Context: an optimization exercise on an open-source flow, tuned for small area, a short achievable clock period and few clock cycles per item. The choices shown serve that exercise and are no tape-out recipe. The RTL was checked by simulation tests, not by an equivalence proof against the original design.

<file path="design/flow/run.sh">
#!/bin/bash
# synth_recipe.tcl (not shown) runs the flow's synth.tcl, then flattens the netlist and writes it again
# the make line also repeats each setting of config.mk as NAME=value (left out here)
make -C /OpenROAD-flow-scripts/flow DESIGN_CONFIG=/design/flow/config.mk WORK_HOME=/design/flow/orfs CLKGATE_MAP_FILE= SYNTH_SCRIPT=/design/flow/synth_recipe.tcl finish
</file>
<file path="design/flow/config.mk">
export PLATFORM = sky130hd
export DESIGN_NAME = light_sensor_lift_drop_detector_top
export DESIGN_NICKNAME = light_sensor_lift_drop_detector_top
export VERILOG_FILES = /design/flow/design.v
export SDC_FILE = /design/flow/constraint.sdc
export NUM_CORES = 4
export LEC_CHECK = 0
export CAP_MARGIN = 20
export CORE_MARGIN = 2
export CORE_UTILIZATION = 40
export SLEW_MARGIN = 20
</file>
<file path="design/flow/constraint.sdc">
create_clock -name core_clock -period 10.0 [get_ports {clk}]
set_input_delay 2.0000 -clock core_clock [delete_from_list [all_inputs] [get_ports {clk}]]
set_output_delay 2.0000 -clock core_clock [all_outputs]
set_load 0.01 [all_outputs]
</file>
<file path="design/flow/design.v">
module light_sensor_lift_drop_detector_top
(
    input  logic        clk,
    input  logic        rst_n,
    input  logic        cfg_we,
    input  logic [2:0]  cfg_index,
    input  logic [11:0] cfg_wdata,
    input  logic        s_axis_tvalid,
    output logic        s_axis_tready,
    input  logic [15:0] s_axis_tdata,
    output logic        m_axis_tvalid,
    input  logic        m_axis_tready,
    output logic [39:0] m_axis_tdata
);
    localparam int NSQ  = 64;
    localparam int NHS  = 7;           
    localparam int RW   = NHS * 8;     
    logic [9:0]         fs_q;
    logic signed [11:0] ll_q;
    logic signed [8:0]  ls_q;
    logic signed [11:0] dl_q;
    logic signed [8:0]  ds_q;
    always_ff @(posedge clk or negedge rst_n)
    begin
        if (!rst_n)
        begin
            fs_q <= 10'd250;
            ll_q <= 12'sd200;
            ls_q <= -9'sd20;
            dl_q <= 12'sd10;
            ds_q <= 9'sd20;
        end
        else if (cfg_we)
        begin
            case (cfg_index)
                3'd0: fs_q <= cfg_wdata[9:0];
                3'd1: ll_q <= cfg_wdata[11:0];
                3'd2: ls_q <= cfg_wdata[8:0];
                3'd3: dl_q <= cfg_wdata[11:0];
                3'd4: ds_q <= cfg_wdata[8:0];
                default: ;
            endcase
        end
    end
    logic fs_zero;
    assign fs_zero = (fs_q == 10'd0);
    logic       adv_q;         
    logic [2:0] clr_q;         
    logic       clearing;
    assign clearing = (clr_q != 3'd7);
    always_ff @(posedge clk or negedge rst_n)
    begin
        if (!rst_n)
            clr_q <= 3'd0;
        else if (clearing)
            clr_q <= clr_q + 3'd1;
    end
    assign s_axis_tready = adv_q;
    logic       v0;
    logic [5:0] sq0;
    logic [9:0] raw0;
    always_ff @(posedge clk or negedge rst_n)
    begin
        if (!rst_n)
            v0 <= 1'b0;
        else if (adv_q)
            v0 <= s_axis_tvalid;
    end
    always_ff @(posedge clk)
    begin
        if (adv_q)
        begin
            sq0  <= s_axis_tdata[5:0];
            raw0 <= s_axis_tdata[15:6];
        end
    end
    logic        dv   [1:8];
    logic [5:0]  dsq  [1:8];
    logic        dgt  [1:8];
    logic [17:0] dx   [1:8];
    logic [17:0] x_in [1:8];
    logic [17:0] x_out[1:8];
    logic        gt_in[1:8];
    assign x_in[1]  = {8'd0, raw0} * 18'd255;
    assign gt_in[1] = raw0 > fs_q;
    genvar gi;
    generate
        for (gi = 1; gi <= 8; gi++)
        begin : g_div
            if (gi > 1)
            begin : g_link
                assign x_in[gi]  = dx[gi-1];
                assign gt_in[gi] = dgt[gi-1];
            end
            logic [10:0] win;
            logic [11:0] dif;
            assign win = {x_in[gi][17:8], x_in[gi][7]};
            assign dif = {1'b0, win} - {2'b0, fs_q};
            assign x_out[gi] = dif[11] ? {win[9:0], x_in[gi][6:0], 1'b0}
                                       : {dif[9:0], x_in[gi][6:0], 1'b1};
            always_ff @(posedge clk or negedge rst_n)
            begin
                if (!rst_n)
                    dv[gi] <= 1'b0;
                else if (adv_q)
                    dv[gi] <= (gi == 1) ? v0 : dv[gi-1];
            end
            always_ff @(posedge clk)
            begin
                if (adv_q)
                begin
                    dsq[gi] <= (gi == 1) ? sq0 : dsq[gi-1];
                    dgt[gi] <= gt_in[gi];
                    dx[gi]  <= x_out[gi];
                end
            end
        end
    endgenerate
    logic [7:0] lvlR;
    logic       vR;
    logic [5:0] sqR;
    assign vR   = dv[8];
    assign sqR  = dsq[8];
    assign lvlR = fs_zero ? 8'hFF : (dgt[8] ? 8'h00 : ~dx[8][7:0]);
    logic [RW-1:0] row [NSQ];
    logic [NSQ-1:0] selR;
    logic [RW-1:0]  rdR;
    logic [7:0]     push_data;
    assign push_data = clearing ? 8'h00 : lvlR;
    always_comb
    begin
        rdR = '0;
        for (int s = 0; s < NSQ; s++)
        begin
            selR[s] = (sqR == 6'(s));
            rdR = rdR | ({RW{selR[s]}} & row[s]);
        end
    end
    generate
        for (gi = 0; gi < NSQ; gi++)
        begin : g_row
            always_ff @(posedge clk)
            begin
                if (clearing || (adv_q && vR && selR[gi]))
                    row[gi] <= {row[gi][RW-9:0], push_data};
            end
        end
    endgenerate
    logic          v1;
    logic [5:0]    sq1;
    logic [7:0]    lvl1;
    logic [RW-1:0] h1;
    always_ff @(posedge clk or negedge rst_n)
    begin
        if (!rst_n)
            v1 <= 1'b0;
        else if (adv_q)
            v1 <= vR;
    end
    always_ff @(posedge clk)
    begin
        if (adv_q)
        begin
            sq1  <= sqR;
            lvl1 <= lvlR;
            h1   <= rdR;
        end
    end
    logic signed [13:0] s_c;
    logic [10:0]        ys_c;
    always_comb
    begin
        logic signed [13:0] n [8];
        n[0] = 14'(lvl1);
        for (int k = 1; k < 8; k++)
            n[k] = 14'(h1[(k-1)*8 +: 8]);
        s_c  = 14'sd7 * (n[7] - n[0]) + 14'sd5 * (n[6] - n[1])
             + 14'sd3 * (n[5] - n[2]) + (n[4] - n[3]);
        ys_c = 11'(n[0]) + 11'(n[1]) + 11'(n[2]) + 11'(n[3])
             + 11'(n[4]) + 11'(n[5]) + 11'(n[6]) + 11'(n[7]);
    end
    logic               v2;
    logic [5:0]         sq2;
    logic [7:0]         lvl2;
    logic signed [13:0] s2;
    logic [10:0]        ys2;
    always_ff @(posedge clk or negedge rst_n)
    begin
        if (!rst_n)
            v2 <= 1'b0;
        else if (adv_q)
            v2 <= v1;
    end
    always_ff @(posedge clk)
    begin
        if (adv_q)
        begin
            sq2  <= sq1;
            lvl2 <= lvl1;
            s2   <= s_c;
            ys2  <= ys_c;
        end
    end
    logic        neg2;
    logic [11:0] mag2;
    logic [29:0] prod2;
    logic [5:0]  q2;
    assign neg2  = s2[13];
    assign mag2  = neg2 ? 12'(-s2) : 12'(s2);
    assign prod2 = 30'(mag2) * 30'd3121;
    assign q2    = prod2[23:18];
    logic        v3;
    logic [5:0]  sq3;
    logic [7:0]  lvl3;
    logic        neg3;
    logic [5:0]  q3;
    logic [10:0] ys3;
    always_ff @(posedge clk or negedge rst_n)
    begin
        if (!rst_n)
            v3 <= 1'b0;
        else if (adv_q)
            v3 <= v2;
    end
    always_ff @(posedge clk)
    begin
        if (adv_q)
        begin
            sq3  <= sq2;
            lvl3 <= lvl2;
            neg3 <= neg2;
            q3   <= q2;
            ys3  <= ys2;
        end
    end
    logic signed [6:0]  slope3;
    logic signed [12:0] t3;
    logic [12:0]        tmag3;
    logic signed [9:0]  icpt3;
    logic               lift_c3;
    logic               drop_c3;
    always_comb
    begin
        slope3 = neg3 ? -$signed({1'b0, q3}) : $signed({1'b0, q3});
        t3     = $signed({2'b0, ys3}) - 13'sd28 * 13'(slope3);
        tmag3  = t3[12] ? 13'(-t3) : 13'(t3);
        icpt3  = t3[12] ? -$signed(10'(tmag3 >> 3)) : $signed(10'(tmag3 >> 3));
        lift_c3 = (12'(icpt3) > ll_q) && (9'(slope3) < ls_q);
        drop_c3 = (12'(icpt3) < dl_q) && (9'(slope3) > ds_q);
    end
    logic               v4;
    logic [5:0]         sq4;
    logic [7:0]         lvl4;
    logic signed [6:0]  slope4;
    logic signed [9:0]  icpt4;
    logic               lift_c4;
    logic               drop_c4;
    always_ff @(posedge clk or negedge rst_n)
    begin
        if (!rst_n)
            v4 <= 1'b0;
        else if (adv_q)
            v4 <= v3;
    end
    always_ff @(posedge clk)
    begin
        if (adv_q)
        begin
            sq4     <= sq3;
            lvl4    <= lvl3;
            slope4  <= slope3;
            icpt4   <= icpt3;
            lift_c4 <= lift_c3;
            drop_c4 <= drop_c3;
        end
    end
    logic [1:0]     stat [NSQ];
    logic [NSQ-1:0] sel4;
    logic [1:0]     st_cur;
    logic [1:0]     st_mid;
    logic [1:0]     st_new;
    logic           lift;
    logic           drop;
    logic [1:0]     ev;
    always_comb
    begin
        st_cur = 2'd0;
        for (int s = 0; s < NSQ; s++)
        begin
            sel4[s] = (sq4 == 6'(s));
            st_cur = st_cur | ({2{sel4[s]}} & stat[s]);
        end
        lift   = lift_c4 && (st_cur != 2'd1);
        st_mid = lift ? 2'd1 : st_cur;
        drop   = drop_c4 && (st_mid != 2'd2);
        st_new = drop ? 2'd2 : st_mid;
        ev     = drop ? 2'd2 : (lift ? 2'd1 : 2'd0);
    end
    generate
        for (gi = 0; gi < NSQ; gi++)
        begin : g_stat
            always_ff @(posedge clk)
            begin
                if (clearing)
                    stat[gi] <= 2'd0;
                else if (adv_q && v4 && sel4[gi])
                    stat[gi] <= st_new;
            end
        end
    endgenerate
    logic [38:0] res4;
    assign res4 = {ev, st_new, {{2{icpt4[9]}}, icpt4}, {{2{slope4[6]}}, slope4}, lvl4, sq4};
    logic        ov_q, kv_q;
    logic [38:0] od_q, kd_q;
    logic        pop;
    logic        push;
    logic        ov_n, kv_n;
    assign pop  = ov_q && m_axis_tready;
    assign push = adv_q && v4;
    always_comb
    begin
        if (pop)
        begin
            ov_n = kv_q || push;
            kv_n = kv_q && push;
        end
        else
        begin
            ov_n = ov_q || push;
            kv_n = kv_q || (ov_q && push);
        end
    end
    always_ff @(posedge clk or negedge rst_n)
    begin
        if (!rst_n)
        begin
            ov_q  <= 1'b0;
            kv_q  <= 1'b0;
            adv_q <= 1'b1;
        end
        else
        begin
            ov_q  <= ov_n;
            kv_q  <= kv_n;
            adv_q <= !(ov_n && kv_n);
        end
    end
    always_ff @(posedge clk)
    begin
        if (pop || !ov_q)
            od_q <= kv_q ? kd_q : res4;
        if (push && (kv_q ? pop : (ov_q && !pop)))
            kd_q <= res4;
    end
    assign m_axis_tvalid = ov_q;
    assign m_axis_tdata  = {1'b0, od_q};
endmodule
</file>
==> run notes <==
==> final cells by class <==
type | instances | area (um2)
fill | 34731 | 224000
multi-input combinational | 4499 | 38200
clock inverter | 265 | 2520
clock buffer | 509 | 11000
antenna | 31 | 77.6
timing repair buffer | 410 | 3420
inverter | 439 | 1650
sequential | 4232 | 125000
tap | 5474 | 6850
==> critical path: cells and delay by family, from the launching register on <==
kind | cells | cell delay [ps]
compound gates | 11 | 2230
xor+xnor | 5 | 1320
fa+ha+maj | 7 | 2120
buf+inv | 3 | 260
flops | 1 | 450
mux | 1 | 430
simple gates | 9 | 1480
==> how the worst min path moves through the flow <==
stage	startpoint	end	slack (ps)
floorplan	dgt[1]	dgt[2]	400
global placement	dx[2][3]	dx[3][4]	400
detailed placement	dsq[1][4]	dsq[2][4]	400
CTS	row[22][2]	row[22][10]	380
global route	row[1][40]	row[1][48]	400
finish	row[1][40]	row[1][48]	370
==> metal layers <==
metal / GRT usage (%) / wire [um] / vias to the layer above
met5: 0.497 / 611 / -
met3: 10.3 / 97200 / 2521
li1: - / - / 40141
met1: 38.6 / 226000 / 53582
met4: 18.1 / 48700 / 44
met2: 43.5 / 269000 / 10913
==> logic make-up (layout without fill, tap and decap cells) <==
family | after synthesis | after routing | share of synthesized area (%)
mux | 151 | 151 | 1.00
compound gates | 2450 | 2450 | 11.8
other cells | 1 | 32 | 0.00226
flops | 4232 | 4232 | 75.6
fa+ha+maj | 539 | 539 | 4.86
simple gates | 1219 | 1219 | 3.79
buf+inv | 969 | 1623 | 2.24
xor+xnor | 139 | 139 | 0.734
==> per-stage QoR <==
stage | utilization, %
after global routing | 45.8
final | 45.8
after global placement | 42.5
after CTS | 45.8
after floorplan | -
after detailed placement | 42.5
==> flip-flops by register name (all words and copies together) (netlist names), 9 cells and up <==
name	cells
dl_q	12
ds_q	9
dsq	48
dx	134
fs_q	10
h1	56
icpt4	10
kd_q	35
ll_q	12
ls_q	9
od_q	35
raw0	10
row	3584
s2	13
stat	128
ys2	11
ys3	11
==> synthesized netlist by cell type (all sizes together), types with 6 or more instances <==
cell    count
o311a       6
fa        177
nand2     262
nor4       33
clkbuf    378
dfxtp     128
edfxtp   4033
o31ai      71
ha        362
a21o       63
a221oi    691
nor3b      65
nor2b      44
xor2       49
o21ai     146
dfrtp      51
mux2      120
or2         7
inv       439
nor2      252
a21boi     84
nor3       65
or4        43
dfstp      20
a21oi     134
nand4     258
a211oi      6
a31oi       7
and2       19
xnor2      90
nand3     118
o21a       34
or3         6
a22oi     444
buf       152
a22o      688
and3       11
o21bai     18
mux2i      31
a32oi       7
nand2b     30
==> reports/summary.txt <==
Synthesized cell area = 166000 um2
TritonCTS Buffers = 423
Placed insts = 15053
GPL Wtd Cong = 1.03
Die height = 648 um
#FFs+latches synth = 4232
Clk Latency, worst-skew pair = 1060 ps
Die Width = 648 um
DRT iter0 DRCs = 21661
Worst slack, placed = 1420 ps
Max_slew headroom = 14.8%
Max-Cap Viols = 0
Most common cell after layout, fill and taps aside = edfxtp_1
Post-synth top area cell = edfxtp_1
Drt via density = 6.76
Worst-Margin Slew = 1280 ps
Crit. End Element = register
Worst r2r dst = lift_c4
Synth top area share = 73.0%
CP Class = reg -> reg
Vias in the first global route = 102588
Antenna Nets Post-Route = 0
Max Fclk = 117 MHz
EDFF count, synth = 4033
Crit path launch = q3[0]
Fin crit share = 85.4%
Final instance area = 189000 um2
TritonRoute pass-1 iters = 12
Crit path DAT = 9220 ps
Average wire per standard cell = 40.5 um
Most used cell, CP = ha_1
Core box area = 413000 um2
Mean Syn Cell Area = 17.1 um2
Placed instance area = 176000 um2
Worst Hold Class = reg -> reg
Antenna violations before repair = 38
Setup slack after layout = 1460 ps
Crit start category = register
Total negative slack = 0 ps
Gr usage total = 29.9%
Top post-synthesis cells by area = edfxtp_1, a221oi_1, a22o_1
Detailed placer's ending HPWL = 421 mm
Tmin final = 8540 ps
FF-to-FF setup slack = 1460 ps
Io pins = 78
Port-buffer cells = 76
Vias = 107201
Max Root-Sink Buffers = 4
Clock root buffer = clkbuf_16
Unrepaired setup endpoints after global routing = false
Fin Clk Skew = 123 ps
Finished Layout Cells = 15859
Clock-pin slew of the registers on the worst-case setup and hold paths = 70 ps
CTS resizes = 0
Seq/Total Area, Yosys = 75.6%
Worst stage delay on the critical path = 520 ps
Endpoints failing setup = 0
CTS tree = done
Layout cells sized above 1 = 12.0%
Setup crit end = lift_c4
GR Overflow Total = 0
Most frequent cells in the layout = edfxtp_1, a221oi_1, a22o_1
Hold path depth = 0
Initial Utilization = 40.2%
Post-CTS Setup Bufs = 0
Yosys warning count = 11
Clk sink count = 4232
Netlist cell types = 80
Final Max Tran Viols = 0
Status = finished clean
Post-Route WL = 642 mm
FF-to-FF path depth = 36
RR Startpoint = q3[0]
Pin count of the biggest net entering global routing = 164
H-tree depth = 5
Rows = 236
Post-Synthesis Cells = 9700
Residual DRC = 0
Crit path required time = 10680 ps
Ys async rst share = 1.68%
Area grow syn2layout = 14.0%
Nets@finish = 10580
Global-route wire length before repair = 866 mm
Final hold vios = 0
Crit-path max FO = 8
Primary FF master, synth = edfxtp_1
CP max stage cell = xnor2_1
Post-Syn Nets = 10275
Hold_buf cts = 0
Hold slack = 373 ps
Die ar. = 420000 um2
Testbench counts, summed over its fixed seeds: cycles 4,208, items 4,096.

separate check: timing with driven ports:
The flow's constraints put no driver on any port. The routed layout listed below was extracted and timed again, unchanged, in two steps. Step 1 (the two cells are an assumption about what drives the block):
set clk [get_ports {clk}]
set_driving_cell -lib_cell sky130_fd_sc_hd__clkbuf_16 $clk
set_driving_cell -lib_cell sky130_fd_sc_hd__buf_2 [delete_from_list [all_inputs] $clk]
Step 2 moves the port delays by t, midway between the first and last clock arrival at a register: inputs arrive t later, outputs are due t later. That takes back most of the time a late clock gives input paths. Three values: ideal, step 1, step 2; two values: the first two.
t, ns: 1.103
setup WS [ns]: 1.461 / 1.461 / 1.461
worst hold slack (ns): 0.373 / 0.373 / 0.373
worst register clock-pin slew, ns: 0.07 / 0.07
worst slew at a driven data input, ns: 0.06
After both steps setup and hold are still met in this run. For this run, drivers alone change the setup slack by 0.000 ns; drivers and shift together by 0.000 ns.
